What follows belongs to an exercise in optimizing a design on an open flow for small area; a production flow would make more cautious choices. In this exercise RTL edits were held to simulation tests only and were not proved equivalent to the original. No activity file was given, so power comes from the tool's default toggle rates.

==> flow/design.v <==
package bmhq_pkg;
  localparam int CAPACITY_DEF      = 64;
  localparam int PRIORITY_BITS_DEF = 16;
  localparam int TAG_BITS_DEF      = 16;
  typedef enum logic [1:0] {
    ERR_OK         = 2'd0,
    ERR_EMPTY      = 2'd1,
    ERR_FULL       = 2'd2,
    ERR_UNUSED     = 2'd3
  } err_t;
  typedef enum logic [3:0] {
    ST_IDLE,
    ST_UP_RD,
    ST_UP_CMP,
    ST_DN_MOVE_RD,
    ST_DN_MOVE_WR,
    ST_DN_RD,
    ST_DN_CMP,
    ST_ROOT_RD,
    ST_DONE
  } state_t;
  typedef struct packed {
    logic ins_write;    
    logic up_read;      
    logic dn_move_rd;   
    logic dn_move_wr;   
    logic dn_read;      
    logic swap;         
    logic root_read;    
    logic cnt_inc;
    logic cnt_dec;
  } cmd_t;
  typedef struct packed {
    logic full;
    logic empty;
    logic pos_zero;     
    logic up_less;      
    logic dn_has_child;
    logic dn_less;      
  } stat_t;
endpackage
module bmhq_ctrl (
  input  logic             clk,
  input  logic             rst_n,
  input  logic             start,
  input  logic             kind,
  input  bmhq_pkg::stat_t  stat,
  output bmhq_pkg::cmd_t   cmd,
  output logic             busy,
  output logic             done,
  output bmhq_pkg::err_t   err
);
  bmhq_pkg::state_t state_r, state_nxt;
  bmhq_pkg::err_t   err_r, err_nxt;
  always_ff @(posedge clk) begin
    if (!rst_n) begin
      state_r <= bmhq_pkg::ST_IDLE;
      err_r   <= bmhq_pkg::ERR_OK;
    end else begin
      state_r <= state_nxt;
      err_r   <= err_nxt;
    end
  end
  always_comb begin
    state_nxt = state_r;
    err_nxt   = err_r;
    cmd       = '0;
    done      = 1'b0;
    case (state_r)
      bmhq_pkg::ST_IDLE: begin
        if (start) begin
          err_nxt = bmhq_pkg::ERR_OK;
          if (!kind) begin
            if (stat.full) begin
              err_nxt   = bmhq_pkg::ERR_FULL;
              state_nxt = bmhq_pkg::ST_ROOT_RD;
            end else begin
              cmd.ins_write = 1'b1;
              cmd.cnt_inc   = 1'b1;
              state_nxt     = bmhq_pkg::ST_UP_RD;
            end
          end else begin
            if (stat.empty) begin
              err_nxt   = bmhq_pkg::ERR_EMPTY;
              state_nxt = bmhq_pkg::ST_ROOT_RD;
            end else begin
              cmd.dn_move_rd = 1'b1;
              state_nxt      = bmhq_pkg::ST_DN_MOVE_WR;
            end
          end
        end
      end
      bmhq_pkg::ST_UP_RD: begin
        if (stat.pos_zero) begin
          state_nxt = bmhq_pkg::ST_ROOT_RD;
        end else begin
          cmd.up_read = 1'b1;
          state_nxt   = bmhq_pkg::ST_UP_CMP;
        end
      end
      bmhq_pkg::ST_UP_CMP: begin
        if (stat.up_less) begin
          cmd.swap  = 1'b1;
          state_nxt = bmhq_pkg::ST_UP_RD;
        end else begin
          state_nxt = bmhq_pkg::ST_ROOT_RD;
        end
      end
      bmhq_pkg::ST_DN_MOVE_WR: begin
        cmd.dn_move_wr = 1'b1;
        cmd.cnt_dec    = 1'b1;
        state_nxt      = bmhq_pkg::ST_DN_RD;
      end
      bmhq_pkg::ST_DN_RD: begin
        if (!stat.dn_has_child) begin
          state_nxt = bmhq_pkg::ST_ROOT_RD;
        end else begin
          cmd.dn_read = 1'b1;
          state_nxt   = bmhq_pkg::ST_DN_CMP;
        end
      end
      bmhq_pkg::ST_DN_CMP: begin
        if (stat.dn_less) begin
          cmd.swap  = 1'b1;
          state_nxt = bmhq_pkg::ST_DN_RD;
        end else begin
          state_nxt = bmhq_pkg::ST_ROOT_RD;
        end
      end
      bmhq_pkg::ST_ROOT_RD: begin
        cmd.root_read = 1'b1;
        state_nxt     = bmhq_pkg::ST_DONE;
      end
      bmhq_pkg::ST_DONE: begin
        done      = 1'b1;
        state_nxt = bmhq_pkg::ST_IDLE;
      end
      default: state_nxt = bmhq_pkg::ST_IDLE;
    endcase
  end
  assign busy = (state_r != bmhq_pkg::ST_IDLE);
  assign err  = err_r;
endmodule
module bmhq_dp #(
  parameter int CAPACITY      = bmhq_pkg::CAPACITY_DEF,
  parameter int PRIORITY_BITS = bmhq_pkg::PRIORITY_BITS_DEF,
  parameter int TAG_BITS      = bmhq_pkg::TAG_BITS_DEF,
  localparam int AW = $clog2(CAPACITY),
  localparam int CW = $clog2(CAPACITY + 1),
  localparam int EW = PRIORITY_BITS + TAG_BITS
) (
  input  logic                            clk,
  input  logic                            rst_n,
  input  logic signed [PRIORITY_BITS-1:0] in_prio,
  input  logic        [TAG_BITS-1:0]      in_tag,
  input  bmhq_pkg::cmd_t                  cmd,
  output bmhq_pkg::stat_t                 stat,
  output logic signed [PRIORITY_BITS-1:0] root_prio,
  output logic        [TAG_BITS-1:0]      root_tag,
  output logic        [CW-1:0]            count
);
  logic [EW-1:0] mem [CAPACITY];
  logic [CW-1:0] count_r;
  logic [AW-1:0] pos_r, other_r;
  logic [EW-1:0] rd_a_r, rd_b_r, rd_c_r;
  logic          has_r_r;
  logic [EW-1:0] root_r;
  logic [AW:0]   left_w, right_w;
  logic [AW-1:0] parent_w;
  assign parent_w = AW'((pos_r - AW'(1)) >> 1);
  assign left_w   = {pos_r, 1'b1};
  assign right_w  = left_w + (AW+1)'(1);
  logic signed [PRIORITY_BITS-1:0] pa, pb, pc, pick_p;
  logic                            pick_right;
  assign pa = rd_a_r[EW-1 -: PRIORITY_BITS];
  assign pb = rd_b_r[EW-1 -: PRIORITY_BITS];
  assign pc = rd_c_r[EW-1 -: PRIORITY_BITS];
  assign pick_right = has_r_r && (pc < pb);
  assign pick_p     = pick_right ? pc : pb;
  always_ff @(posedge clk) begin
    if (!rst_n) begin
      count_r <= '0;
    end else if (cmd.cnt_inc) begin
      count_r <= count_r + CW'(1);
    end else if (cmd.cnt_dec) begin
      count_r <= count_r - CW'(1);
    end
  end
  always_ff @(posedge clk) begin
    if (cmd.ins_write) begin
      mem[count_r[AW-1:0]] <= {in_prio, in_tag};
      pos_r                <= count_r[AW-1:0];
    end
    if (cmd.up_read) begin
      rd_a_r  <= mem[pos_r];
      rd_b_r  <= mem[parent_w];
      other_r <= parent_w;
    end
    if (cmd.dn_move_rd) begin
      rd_a_r <= mem[AW'(count_r - CW'(1))];
    end
    if (cmd.dn_move_wr) begin
      mem[0] <= rd_a_r;
      pos_r  <= '0;
    end
    if (cmd.dn_read) begin
      rd_b_r  <= mem[left_w[AW-1:0]];
      rd_c_r  <= mem[AW'(right_w)];
      has_r_r <= (CW'(right_w) < count_r) && (right_w < (AW+1)'(CAPACITY));
    end
    if (cmd.swap) begin
      if (other_r == parent_w && stat.up_less && !cmd.dn_read) begin
        mem[pos_r]   <= rd_b_r;
        mem[other_r] <= rd_a_r;
        pos_r        <= other_r;
      end else begin
        mem[pos_r] <= pick_right ? rd_c_r : rd_b_r;
        if (pick_right) begin
          mem[AW'(right_w)] <= rd_a_r;
          pos_r             <= AW'(right_w);
        end else begin
          mem[left_w[AW-1:0]] <= rd_a_r;
          pos_r               <= left_w[AW-1:0];
        end
      end
    end
    if (cmd.root_read) begin
      root_r <= mem[0];
    end
  end
  logic up_mode_r;
  always_ff @(posedge clk) begin
    if (!rst_n) begin
      up_mode_r <= 1'b0;
    end else if (cmd.ins_write) begin
      up_mode_r <= 1'b1;
    end else if (cmd.dn_move_rd) begin
      up_mode_r <= 1'b0;
    end
  end
  assign stat.full         = (count_r >= CW'(CAPACITY));
  assign stat.empty        = (count_r == '0);
  assign stat.pos_zero     = (pos_r == '0);
  assign stat.up_less      = up_mode_r && (pa < pb);
  assign stat.dn_has_child = (CW'(left_w) < count_r) && (left_w < (AW+1)'(CAPACITY));
  assign stat.dn_less      = !up_mode_r && (pick_p < pa);
  assign root_prio = root_r[EW-1 -: PRIORITY_BITS];
  assign root_tag  = root_r[TAG_BITS-1:0];
  assign count     = count_r;
endmodule
module binary_min_heap_queue_core #(
  parameter int CAPACITY      = bmhq_pkg::CAPACITY_DEF,
  parameter int PRIORITY_BITS = bmhq_pkg::PRIORITY_BITS_DEF,
  parameter int TAG_BITS      = bmhq_pkg::TAG_BITS_DEF,
  localparam int CW = $clog2(CAPACITY + 1)
) (
  input  logic                            clk,
  input  logic                            rst_n,
  input  logic                            start,
  output logic                            busy,
  input  logic                            in_kind,
  input  logic signed [PRIORITY_BITS-1:0] in_priority_req,
  input  logic        [TAG_BITS-1:0]      in_payload_tag,
  output logic                            out_valid,
  output logic signed [PRIORITY_BITS-1:0] out_top_priority,
  output logic        [TAG_BITS-1:0]      out_top_tag,
  output logic        [CW-1:0]            out_entry_count,
  output logic                            out_is_empty,
  output logic        [1:0]               out_error_code
);
  bmhq_pkg::cmd_t  cmd;
  bmhq_pkg::stat_t stat;
  bmhq_pkg::err_t  err;
  logic signed [PRIORITY_BITS-1:0] root_prio;
  logic        [TAG_BITS-1:0]      root_tag;
  logic        [CW-1:0]            count;
  logic                            done;
  bmhq_ctrl u_ctrl (
    .clk   (clk),
    .rst_n (rst_n),
    .start (start),
    .kind  (in_kind),
    .stat  (stat),
    .cmd   (cmd),
    .busy  (busy),
    .done  (done),
    .err   (err)
  );
  bmhq_dp #(
    .CAPACITY      (CAPACITY),
    .PRIORITY_BITS (PRIORITY_BITS),
    .TAG_BITS      (TAG_BITS)
  ) u_dp (
    .clk       (clk),
    .rst_n     (rst_n),
    .in_prio   (in_priority_req),
    .in_tag    (in_payload_tag),
    .cmd       (cmd),
    .stat      (stat),
    .root_prio (root_prio),
    .root_tag  (root_tag),
    .count     (count)
  );
  assign out_valid        = done;
  assign out_is_empty     = (count == '0);
  assign out_top_priority = out_is_empty ? '0 : root_prio;
  assign out_top_tag      = out_is_empty ? '0 : root_tag;
  assign out_entry_count  = count;
  assign out_error_code   = err;
endmodule
==> flow/run.sh <==
#!/bin/bash
# synth_recipe.tcl (not shown) runs the flow's synth.tcl, then flattens the netlist and writes it again
# the make line also repeats each setting of config.mk as NAME=value (left out here)
make -C /OpenROAD-flow-scripts/flow DESIGN_CONFIG=/design/flow/config.mk WORK_HOME=/design/flow/orfs CLKGATE_MAP_FILE= SYNTH_SCRIPT=/design/flow/synth_recipe.tcl finish
==> flow/config.mk <==
export PLATFORM = sky130hd
export DESIGN_NAME = binary_min_heap_queue_core
export DESIGN_NICKNAME = binary_min_heap_queue_core
export VERILOG_FILES = /design/flow/design.v
export SDC_FILE = /design/flow/constraint.sdc
export NUM_CORES = 4
export LEC_CHECK = 0
export CAP_MARGIN = 20
export CORE_MARGIN = 2
export CORE_UTILIZATION = 40
export SLEW_MARGIN = 20
==> flow/constraint.sdc <==
create_clock -name core_clock -period 10.0 [get_ports {clk}]
set_input_delay 2.0000 -clock core_clock [delete_from_list [all_inputs] [get_ports {clk}]]
set_output_delay 2.0000 -clock core_clock [all_outputs]
set_load 0.01 [all_outputs]
==> notes.md <==
-- state kept, by name (all words and copies together), names as in the netlist, named ones only --
name            count
u_ctrl.err_r        2
u_dp.root_r        32
u_dp.other_r        5
u_dp.count_r        7
u_dp.rd_b_r        32
u_dp.up_mode_r      1
u_dp.has_r_r        1
u_dp.mem         2048
u_dp.rd_a_r        32
u_ctrl.state_r      4
u_dp.pos_r          6
u_dp.rd_c_r        32
-- per-layer routing --
layer,vias up,part of all wire,global-route usage
met2,9955,0.44,0.496
met5,-,0.00066,0.00272
met3,2261,0.15,0.135
met1,55800,0.34,0.420
li1,37100,-,-
met4,46,0.077,0.215
-- worst paths after layout --
| path | startpoint | cells past startpoint | slack [ps] | to |
|---|---|---|---|---|
| worst min register to register | u_dp.mem[0][14] | 0 | 530 | u_dp.root_r[14] |
| worst max-delay path | u_dp.rd_b_r[21] | 19 | 1510 | u_dp.mem[37][6] |
| worst max register to register | u_dp.rd_b_r[21] | 19 | 1510 | u_dp.mem[37][6] |
| worst min-delay path | u_dp.mem[0][14] | 0 | 530 | u_dp.root_r[14] |
-- cell families after synthesis --
logic type               count (synthesis)  share of synthesized area
multiplexers                          4521                      0.499
flip-flops                            2208                      0.430
buffers and inverters                 1295                     0.0360
AND/OR/NAND/NOR                        477                     0.0154
AO/OA/AOI/OAI                          331                     0.0137
adder cells (fa/ha/maj)                 61                    0.00496
XOR/XNOR                                26                    0.00160
-- final cells by class --
cell class              count  share of cell area
multi-input cells        5416               0.494
clock buffers             320              0.0419
repair buffers            467              0.0256
well taps                5038              0.0371
inverters                  54             0.00125
flip-flops and latches   2208               0.389
diodes                     15            0.000221
clock inverters           160              0.0103
-- cells in the mapped netlist, types with 9 or more instances --
cell      instances  area [um2]
a21oi_1          92         460
and3_1           33         206
buf_1           186         698
buf_2           368        1840
buf_4            20         150
buf_6            15         169
clkbuf_1        647        2430
dfxtp_1          20         400
edfxtp_1       2188       65700
ha_1             61         763
inv_1            51         191
mux2_1           87         980
mux2_2         2027       22800
mux2i_1          79         791
mux2i_2          32         440
mux4_2         2296       51700
nand2_1         181         679
nand2b_1          9        56.3
nand3_1          57         285
nand4_1          17         106
nor2_1           77         289
nor2b_1          39         244
nor3_1           23         115
o211ai_1         10        75.1
o21a_1           11        82.6
o21ai_0         103         515
o21bai_1         38         285
xnor2_1          18         158
-- critical path, stage by stage (launching register included) --
cell       delay [ps]
edfxtp_1          380
inv_1             130
ha_1              260
a211o_1           330
a21oi_1           250
o21ai_1           170
a211oi_2          670
or2_2             850
o21ai_0           190
ha_1              320
o21a_1            180
o21a_1            160
o21ai_0           320
o21ai_0           180
o22ai_1           290
a2111oi_4         140
nor2_4            850
a31oi_2           630
o21bai_4         1070
buf_4             590
-- per-stage QoR --
| step | util | power [mW] |
|---|---|---|
| detailed placement | 0.420 | 60.7 |
| floorplan | - | 45.3 |
| global placement | 0.420 | 60.2 |
| finish | 0.444 | 72.2 |
| global route | 0.444 | 74.0 |
| CTS | 0.444 | 71.0 |
-- power by group through the flow --
stage / combinational [mW] / clock (mW) / sequential (mW)
floorplan: 31.0 / 0 / 14.3
CTS: 46.0 / 10.3 / 14.7
detailed placement: 45.7 / 0 / 14.9
finish: 47.1 / 10.3 / 14.8
global placement: 45.3 / 0 / 14.9
global route: 48.5 / 10.6 / 14.9
==> flow_summary.ini <==
[placement]
port_buffers = 79
gp_congestion = 0.996
hpwlAfterDp_um = 416000
dp.cells = 13200
dpl_cell_area_mm2 = 0.161
dp_slack_ps = 1930

[worst_setup_path]
setup.worst_path.start_class = flop
cp.arrival_ps = 9040
setup.worst_path.end_class = flop
crit_fanout = 48
required_ps = 10550
crit_type = flop to flop

[synth]
synth_edf_count = 2188
syn-num-nets = 9016
ys_types = 79
ys_seq_elements = 2208
ys_seq_area_frac = 0.430
yosysWarningCount = 2
synth_area_mm2 = 0.154
synth_area_per_cell_um2 = 17.3
synthArstFlopShare = 0
synth_ff_type = edfxtp_1
synthCells = 8919

[finish]
mostFrequentLayoutCells = mux4_2, edfxtp_1, mux2_2, buf_4, clkbuf_16
ff_latch_area_mm2 = 0.0661
nFillCells = 32800
stdcell_count = 13700
layout-drive-gt1-share = 0.616
mostFrequentLayoutCell = mux4_2
syn_to_final_growth_pct = 10.4
multiInputGateArea_mm2 = 0.0840
num-nets-final = 8517
finalInstanceArea_mm2 = 0.170

[cts]
clock_path_buffers = 4
cts_tree = done
cts_hold_buf = 0
cts_buffers = 273
clock_sinks = 2208
postCtsSetupBuffers = 0
h-tree-depth = 5
cts_resized = 0
root_buffer = clkbuf_16
clk_pin_slew_ps = 60
insertion_delay_ps = 980

[sta]
timing.final.crit_share = 0.849
finalClockSkew_ps = 74.0
finalSetupViolCount = 0
rsz0062_at_grt = no
hold_ws_ps = 535
max_clock_freq_mhz = 118
final_max_slew_viol_count = 0
hold_viol = 0
setup_ws_ps = 1510
maxSlewHeadroom = 0.137
final.setup.tns_ps = 0
min_period_ps = 8490
tightestPinTransition_ps = 1290

[power]
p_sw_mw = 31.4
clock_power_share = 0.142
swShare = 0.435
power.leakage_nw = 51.8
power_density_mw_per_mm2 = 425
combPwrFrac = 0.653
ir_drop_uv = 420
internal-power_mw = 40.8
seq_power_share = 0.205

[die]
die_area_mm2 = 0.390
die_h_um = 624
fp.dieW_um = 624
start_util = 0.402
rows = 227
core_area_mm2 = 0.383
io_pins = 80

[route]
vias = 105000
drc_errors = 0
drtIter0Drc = 18600
totalWireLength_um = 671000
first_pass_iters = 8
vias_per_cell = 7.69
wl_per_cell_um = 49.1
antenna_left = 0

[grt]
grt_use_total = 0.340
grt_pass1_vias = 102000
grt_overflow = 0
grt_antenna_before_repair = 62
grt_max_degree = 125
grt_first_pass_wirelength_um = 910000

[job]
cap_violations = 0

[worst_hold_path]
hold_path_class = flop to flop

[status]
status = complete, no violations

-- port drivers added, routing unchanged --
Ports are ideal in the flow. The routed layout listed here was re-timed in OpenROAD.
Step 1 assumes that a clkbuf_16 drives the clock port and a buf_2 every other input.
Step 2 moves the port delays by t, midway between the first and last clock arrival at a register: inputs arrive t later, outputs are due t later. That takes back most of the time a late clock gives input paths.
a / b / c = ideal ports / drivers / drivers and shift; a / b = the first two.
t, ns: 1.056
slack for setup (ns): 1.511 / 1.511 / 1.511
worst hold slack (ns): 0.535 / 0.535 / 0.535
clock arrival spread, ns: 0.074 / 0.074
slew at the worst register clock pin (ns): 0.07 / 0.07
After both steps this run still meets setup and hold. The setup slack of this run moves by 0.000 ns with the drivers and by 0.000 ns with both steps.
